What follows belongs to an exercise in optimizing a design on an open flow for small area; a production flow would make more cautious choices.
At most, simulation tests tie the RTL to the original design; equivalence was not proved.
Power is estimated from default activity; no workload was simulated. No driver is modelled on the clock port, so clocking that relies on it looks cheaper here than on a real chip.

==> inputs of 04-27 <==
Design nvme_host_slave, start of the top module:
module nvme_host_slave #(
  parameter int NUM_QUEUES = 2,
  parameter int SQ_DEPTH   = 16,
  parameter int TX_ADDR_BITS = $clog2(NUM_QUEUES * SQ_DEPTH * 4),
  parameter int RX_ADDR_BITS = $clog2(NUM_QUEUES * SQ_DEPTH) + 1
) (
  input  logic                      axi_aclk,
  input  logic                      axi_aresetn,
  input  logic [host_addr_bits-1:0] awaddr,
  input  logic                      awvalid,
  output logic                      awready,
  input  logic [31:0]               wdata,
  input  logic [3:0]                wstrb,
  input  logic                      wvalid,
  output logic                      wready,
  output logic [1:0]                bresp,
  output logic                      bvalid,
  input  logic                      bready,
  input  logic [host_addr_bits-1:0] araddr,
  input  logic                      arvalid,
  output logic                      arready,
  output logic [31:0]               rdata,
  output logic [1:0]                rresp,
  output logic                      rvalid,
  input  logic                      rready,
  output logic [3:0]                tx_write,
  output logic [TX_ADDR_BITS-1:0]   tx_waddr,
  output logic [127:0]              tx_wdata,
  input  logic                      rx_write_valid,
  input  logic [RX_ADDR_BITS-1:0]   rx_waddr,
  input  logic [127:0]              rx_wdata,
  output logic                      pcie_write,
  output logic [31:0]               pcie_waddr,
  output logic [31:0]               pcie_wdata,
  input  logic                      pcie_wdone
);
==> flow/config.mk <==
export PLATFORM = sky130hd
export DESIGN_NAME = nvme_host_slave
export DESIGN_NICKNAME = nvme_host_slave
export VERILOG_FILES = /design/flow/design.v
export SDC_FILE = /design/flow/constraint.sdc
export NUM_CORES = 4
export LEC_CHECK = 0
export CAP_MARGIN = 20
export CORE_MARGIN = 2
export CORE_UTILIZATION = 60
export CTS_BUF_LIST = sky130_fd_sc_hd__clkbuf_16
export CTS_CLUSTER_DIAMETER = 80
export CTS_CLUSTER_SIZE = 28
export SLEW_MARGIN = 20
==> flow/constraint.sdc <==
create_clock -name core_clock -period 8.0 [get_ports {axi_aclk}]
set_input_delay 1.6000 -clock core_clock [delete_from_list [all_inputs] [get_ports {axi_aclk}]]
set_output_delay 1.6000 -clock core_clock [all_outputs]
set_load 0.01 [all_outputs]
standard.sh (not shown) runs the stock make flow with config.mk's settings and CLKGATE_MAP_FILE= SYNTH_SCRIPT=/design/flow/synth_recipe.tcl, a recipe that flattens the netlist after the stock synthesis.
==> flow/flow/run.sh <==
#!/bin/bash
# Layout of the design with three changes to the standard flow:
#  - synthesis maps logic with an area-oriented ABC script (flow/synth_area.tcl);
#  - ports are buffered with sky130_fd_sc_hd__buf_1;
#  - clock tree synthesis inserts no dummy loads and uses larger sink clusters.
#  - repair_tie_fanout is skipped, so one tie cell drives the constant outputs.
# All tool output goes to standard.log here and to ORFS's logs under orfs/logs.
set -euo pipefail
export FLOW_WORK="$(pwd)"
export AREA_ABC_SCRIPT="$FLOW_WORK/flow/abc_area.script"
export SKIP_REPAIR_TIE_FANOUT=1
export BUFFER_PORTS_ARGS="-buffer_cell sky130_fd_sc_hd__buf_1"
export CTS_ARGS="-sink_clustering_enable -repair_clock_nets -dont_use_dummy_load -sink_clustering_size 32 -sink_clustering_max_diameter 90 -buf_list sky130_fd_sc_hd__clkbuf_16"
sed "s#SYNTH_SCRIPT=[^ ]*#SYNTH_SCRIPT=$FLOW_WORK/flow/synth_area.tcl#" standard.sh > standard_area.sh
bash standard_area.sh > standard.log 2>&1
==> flow/flow/abc_area.script <==
strash
dch -f
amap -F 20 -A 30
topo
stime -c
==> flow/flow/synth_area.tcl <==
# The standard flow's synthesis script, with ABC's technology mapping run from an area-oriented
# script (flow/abc_area.script) instead of ORFS's speed script. Registers are mapped
# before ABC runs, so they are the same as in the standard synthesis.
proc abc {args} {
  set i [lsearch -exact $args -script]
  if {$i >= 0} { lset args [expr {$i + 1}] $::env(AREA_ABC_SCRIPT) }
  yosys abc {*}$args
}
source $::env(FLOW_WORK)/synth_recipe.tcl
==> inputs of 08-26, as changes to 04-27 <==
==> flow/flow/run.sh (replaced) <==
#!/bin/bash
# Layout of the design with three changes to the standard flow:
#  - synthesis maps logic with an area-oriented ABC script (flow/synth_area.tcl);
#  - ports are buffered with sky130_fd_sc_hd__buf_1;
#  - clock tree synthesis inserts no dummy loads and uses larger sink clusters.
# All tool output goes to standard.log here and to ORFS's logs under orfs/logs.
set -euo pipefail
export FLOW_WORK="$(pwd)"
export AREA_ABC_SCRIPT="$FLOW_WORK/flow/abc_area.script"
export BUFFER_PORTS_ARGS="-buffer_cell sky130_fd_sc_hd__buf_1"
export CTS_ARGS="-sink_clustering_enable -repair_clock_nets -dont_use_dummy_load -sink_clustering_size 32 -sink_clustering_max_diameter 90 -buf_list sky130_fd_sc_hd__clkbuf_16"
sed "s#SYNTH_SCRIPT=[^ ]*#SYNTH_SCRIPT=$FLOW_WORK/flow/synth_area.tcl#" standard.sh > standard_area.sh
bash standard_area.sh > standard.log 2>&1
==> flow/flow/abc_area.script (replaced) <==
strash
&get -n
&st
&synch2
&dch -f
&nf -a
&put
topo
stime -c
Settings changed: CAP_MARGIN 20 to 0, CORE_UTILIZATION 60 to 70, CTS_BUF_LIST sky130_fd_sc_hd__clkbuf_16 to not set, CTS_CLUSTER_DIAMETER 80 to not set, CTS_CLUSTER_SIZE 28 to not set, SLEW_MARGIN 20 to 0.
==> inputs of 07-25, as changes to 04-27 <==
--- a/flow/design.v
+++ b/flow/design.v
@@ -104,25 +104,35 @@
   logic [31:0] wd_n;        
   logic [31:0] wd;
   assign wd = ~wd_n;
   logic        err;
   logic [7:0]  lvl_snap;
   logic        dph;
   logic [31:0] pa_n [2];    
   logic [31:0] pb_n [2];    
-  logic [31:0] pc_n [2];    
+  logic [1:0]  tph;
+  logic [31:0] pc_n [3];
   logic        ctrl_ok;     
   logic        eof_q;       
   logic        eof;
   logic        overflow;
-  logic [31:0] command_n;
   logic [31:0] command;
-  assign command = ~command_n;
-  assign eof_q   = ~(dph ? pc_n[0][0] : pc_n[1][0]);
+  logic [2:0]  at_nlb, at_ctrl, at_cmd;    
+  always_comb begin
+    case (tph)
+      2'd1:    begin at_nlb = 3'b010; at_ctrl = 3'b100; at_cmd = 3'b001; end
+      2'd2:    begin at_nlb = 3'b100; at_ctrl = 3'b001; at_cmd = 3'b010; end
+      default: begin at_nlb = 3'b001; at_ctrl = 3'b010; at_cmd = 3'b100; end
+    endcase
+  end
+  assign command = ~((pc_n[0] & {32{at_cmd[0]}}) | (pc_n[1] & {32{at_cmd[1]}}) |
+                     (pc_n[2] & {32{at_cmd[2]}}));
+  assign eof_q   = ~((pc_n[0][0] & at_ctrl[0]) | (pc_n[1][0] & at_ctrl[1]) |
+                     (pc_n[2][0] & at_ctrl[2]));
   logic [7:0]  ring [4][4];
   logic [1:0]  phase;
   logic        seq_clr;     
   logic        pend;
   logic        bw, t0, t1, t2, t3;
   logic [3:0]  tail [2];
   logic [3:0]  head [2];
   logic [3:0]  cqh  [2];
@@ -164,17 +174,17 @@
         R_CTRL, R_DLO, R_DHI, R_LLO, R_LHI, R_NLB: b1_err = 1'b0;
         R_CMD:   b1_err = wr_cmd_err;
         default: b1_err = 1'b1;
       endcase
     end else begin
       b1_err = (ra == R_BAD);
     end
   end
-  assign cmd_go = pend & ~full[cmd_q];
+  assign cmd_go = pend & ~full[wd[4]];
   always_ff @(posedge axi_aclk or negedge axi_aresetn) begin
     if (!axi_aresetn) begin
       armed    <= 1'b0;
       aw_got   <= 1'b0;
       w_got    <= 1'b0;
       st_b1    <= 1'b0;
       st_b2    <= 1'b0;
       bv       <= 1'b0;
@@ -215,49 +225,54 @@
     if (go_rd | go_wr) we <= go_wr;
     if (aw_hs) wa <= reg_code(awaddr);
     if (ar_hs) ra <= reg_code(araddr);
     if (w_hs)  wd_n <= ~(wdata & {{8{wstrb[3]}}, {8{wstrb[2]}}, {8{wstrb[1]}}, {8{wstrb[0]}}});
     if (st_b1) begin
       err      <= b1_err;
       lvl_snap <= {lvl1, lvl0};
     end
-    if (st_b1 & we & (wa == R_CMD)) command_n <= wd_n;
   end
-  logic wr_any, wr_next, land_a, land_b, land_c;
-  assign wr_any = (st_b1 & we) | wr_next;
+  logic wr_any, wr_next, wr_next2, land_a, land_b, land_c;
+  assign wr_any = (st_b1 & we) | wr_next | wr_next2;
   assign land_a = wr_any & (((wa == R_DLO) & dph) | ((wa == R_LLO) & ~dph));
   assign land_b = wr_any & (((wa == R_DHI) & dph) | ((wa == R_LHI) & ~dph));
-  assign land_c = wr_any & (((wa == R_NLB) & dph) | ((wa == R_CTRL) & ~dph));
+  assign land_c = wr_any & (((wa == R_NLB) & at_nlb[2]) | ((wa == R_CTRL) & at_ctrl[2]) |
+                            ((wa == R_CMD) & at_cmd[2]));
   always_ff @(posedge axi_aclk) begin
     dph     <= ~dph;
-    wr_next <= st_b1 & we;
+    wr_next  <= st_b1 & we;
+    wr_next2 <= wr_next;
+    tph      <= (tph == 2'd2 || tph == 2'd3) ? 2'd0 : tph + 2'd1;
     pa_n[0] <= land_a ? wd_n : pa_n[1];
     pa_n[1] <= pa_n[0];
     pb_n[0] <= land_b ? wd_n : pb_n[1];
     pb_n[1] <= pb_n[0];
-    pc_n[0] <= land_c ? (wd_n | {30'd0, ~dph, 1'b0}) : pc_n[1];
+    pc_n[0] <= land_c ? (wd_n | {30'd0, wa == R_CTRL, 1'b0}) : pc_n[2];
     pc_n[1] <= pc_n[0];
+    pc_n[2] <= pc_n[1];
   end
   logic rs_ctrl, rs_stat, rs_lvl, rs_cmd;
   logic s_dlo, s_dhi, s_llo, s_lhi, s_nlb;
   logic [31:0] x_lo, x_hi, x_nc;
   assign rs_ctrl = rv & (ra == R_CTRL) & ctrl_ok;
   assign rs_stat = rv & (ra == R_STAT);
   assign rs_lvl  = rv & (ra == R_LVL);
   assign rs_cmd  = rv & (ra == R_CMD);
   assign s_dlo   = t1 | (rv & (ra == R_DLO));
   assign s_dhi   = t1 | (rv & (ra == R_DHI));
   assign s_llo   = t2 | (rv & (ra == R_LLO));
   assign s_lhi   = t2 | (rv & (ra == R_LHI));
   assign s_nlb   = t3 | (rv & (ra == R_NLB));
   assign x_lo = (~pa_n[0] & {32{dph ? s_llo : s_dlo}}) | (~pa_n[1] & {32{dph ? s_dlo : s_llo}});
   assign x_hi = (~pb_n[0] & {32{dph ? s_lhi : s_dhi}}) | (~pb_n[1] & {32{dph ? s_dhi : s_lhi}});
-  assign x_nc = (~pc_n[0] & {32{dph ? rs_ctrl : s_nlb}}) | (~pc_n[1] & {32{dph ? s_nlb : rs_ctrl}});
-  assign rdata = x_lo | x_hi | x_nc | (command & {32{rs_cmd}}) |
+  logic [2:0] s_c;
+  assign s_c  = (at_nlb & {3{s_nlb}}) | (at_ctrl & {3{rs_ctrl}}) | (at_cmd & {3{rs_cmd}});
+  assign x_nc = (~pc_n[0] & {32{s_c[0]}}) | (~pc_n[1] & {32{s_c[1]}}) | (~pc_n[2] & {32{s_c[2]}});
+  assign rdata = x_lo | x_hi | x_nc |
                  ({26'd0, &lvl_snap[7:4], &lvl_snap[3:0], 3'd0, overflow} & {32{rs_stat}}) |
                  ({20'd0, lvl_snap[7:4], 4'd0, lvl_snap[3:0]} & {32{rs_lvl}});
   logic       busy;
   logic [1:0] slot;
   logic [7:0] seq_cur;
   logic [7:0] seq_d;
   assign busy    = t0 | t1 | t2 | t3;
   assign slot    = a_code[3:2] + phase;
--- a/flow/flow/run.sh
+++ b/flow/flow/run.sh
@@ -1,11 +1,11 @@
 #!/bin/bash
 # Layout of the design with three changes to the standard flow:
-#  - synthesis maps logic with an area-oriented ABC script (flow/synth_area.tcl);
+#  - synthesis maps logic with an area-oriented ABC script (flow/synth_area.tcl, amap);
 #  - ports are buffered with sky130_fd_sc_hd__buf_1;
 #  - clock tree synthesis inserts no dummy loads and uses larger sink clusters.
 #  - repair_tie_fanout is skipped, so one tie cell drives the constant outputs.
 # All tool output goes to standard.log here and to ORFS's logs under orfs/logs.
 set -euo pipefail
 export FLOW_WORK="$(pwd)"
 export AREA_ABC_SCRIPT="$FLOW_WORK/flow/abc_area.script"
 export SKIP_REPAIR_TIE_FANOUT=1
==> results_dict.tcl <==
set metrics [dict create \
    tightest_slew_ps 1100 \
    p_sw_mw 1.62 \
    coreArea_mm2 0.0261 \
    run_status "no timing/DRC/antenna violations" \
    met3_length_um 4170 \
    power_mw 5.02 \
    finClkSkew_ps 36.3 \
    fp.dieW_um 167 \
    met2_usage 0.446 \
    nWellTaps 335 \
    synth_xor_xnor_area_share 0 \
    pwr-share-seq 0.546 \
    fin_nets 1771 \
    holdCritStartpoint "pc_n[0][7]" \
]
(the above is from 04-27)
==> results_dict.tcl <==
set metrics [dict create \
    run_status "no timing/DRC/antenna violations" \
    reg2regPathDepth 12 \
    tightest_slew_ps 1220 \
    holdCritStartpoint "ring[2][2]" \
    p_sw_mw 1.54 \
    post_cts_buffers 0 \
    synth_xor_xnor_area_share 0.0134 \
    pwr-share-seq 0.583 \
    power_mw 5.07 \
    num_vias 11700 \
    hold_depth 0 \
    holdPathEnd "ring[3][2]" \
    synthDistinctLibCells 63 \
    max_slew_margin 0.188 \
    met2_usage 0.508 \
    coreArea_mm2 0.0233 \
    ir_drop_uv 242 \
    fp.dieW_um 157 \
    finClkSkew_ps 61.5 \
    fin_nets 1832 \
    setup_viol 0 \
    path_cells "clkinv_1, ha_1, clkinv_1, nor3_1, buf_4, a2111oi_0, and4_1, a21oi_1, and2_0, buf_1" \
]
(the above is from 08-26)
==> results_dict.tcl <==
set metrics [dict create \
    run_status "no timing/DRC/antenna violations" \
    area_share_clock_buf_inv 0.0264 \
    drv_cap 0 \
    fp.dieW_um 167 \
    finClkSkew_ps 57.2 \
    tightest_slew_ps 1080 \
    pwr-share-seq 0.547 \
    multi_input_area_mm2 0.00471 \
    fin_nets 1801 \
    coreArea_mm2 0.0261 \
    met2_usage 0.458 \
    cts_tree "built" \
    synth_most_common_cell "dfxtp_1" \
    nWellTaps 335 \
    grt.met3_usage 0.0404 \
    ant_nets 0 \
    power_mw 5.22 \
    setup_viol 0 \
    totalWireLength_um 41000 \
    p_sw_mw 1.70 \
    p_seq_mw 2.85 \
    die_h_um 167 \
]
(the above is from 07-25)
For 07-25, only the layout was checked, not whether the RTL still works.

separate check: timing with driven ports:
The results above use ideal ports. As a check the final layouts listed here were re-extracted and re-timed, cells and wires unchanged.
Step 1 (the two cells are an assumption about what drives the block):
set clk [get_ports {axi_aclk}]
set_driving_cell -lib_cell sky130_fd_sc_hd__clkbuf_16 $clk
set_driving_cell -lib_cell sky130_fd_sc_hd__buf_2 [delete_from_list [all_inputs] $clk]
Step 2 also shifts input and output timing later by t, the mid clock arrival at the registers, as if the neighbouring blocks saw the same clock.
Three values: ideal, step 1, step 2; two values: the first two.
run | t (ns) | setup WS [ns] | worst setup path after step 2 | slew at the worst register clock pin (ns)
04-27 | 0.561 | 2.737 / 2.688 / 3.249 | register to output | 0.12 / 0.12
08-26 | 0.560 | 2.100 / 2.049 / 2.610 | register to output | 0.12 / 0.12
07-25 | 0.550 | 1.682 / 1.632 / 2.182 | register to output | 0.12 / 0.12
After both steps setup and hold are still met in every run listed.
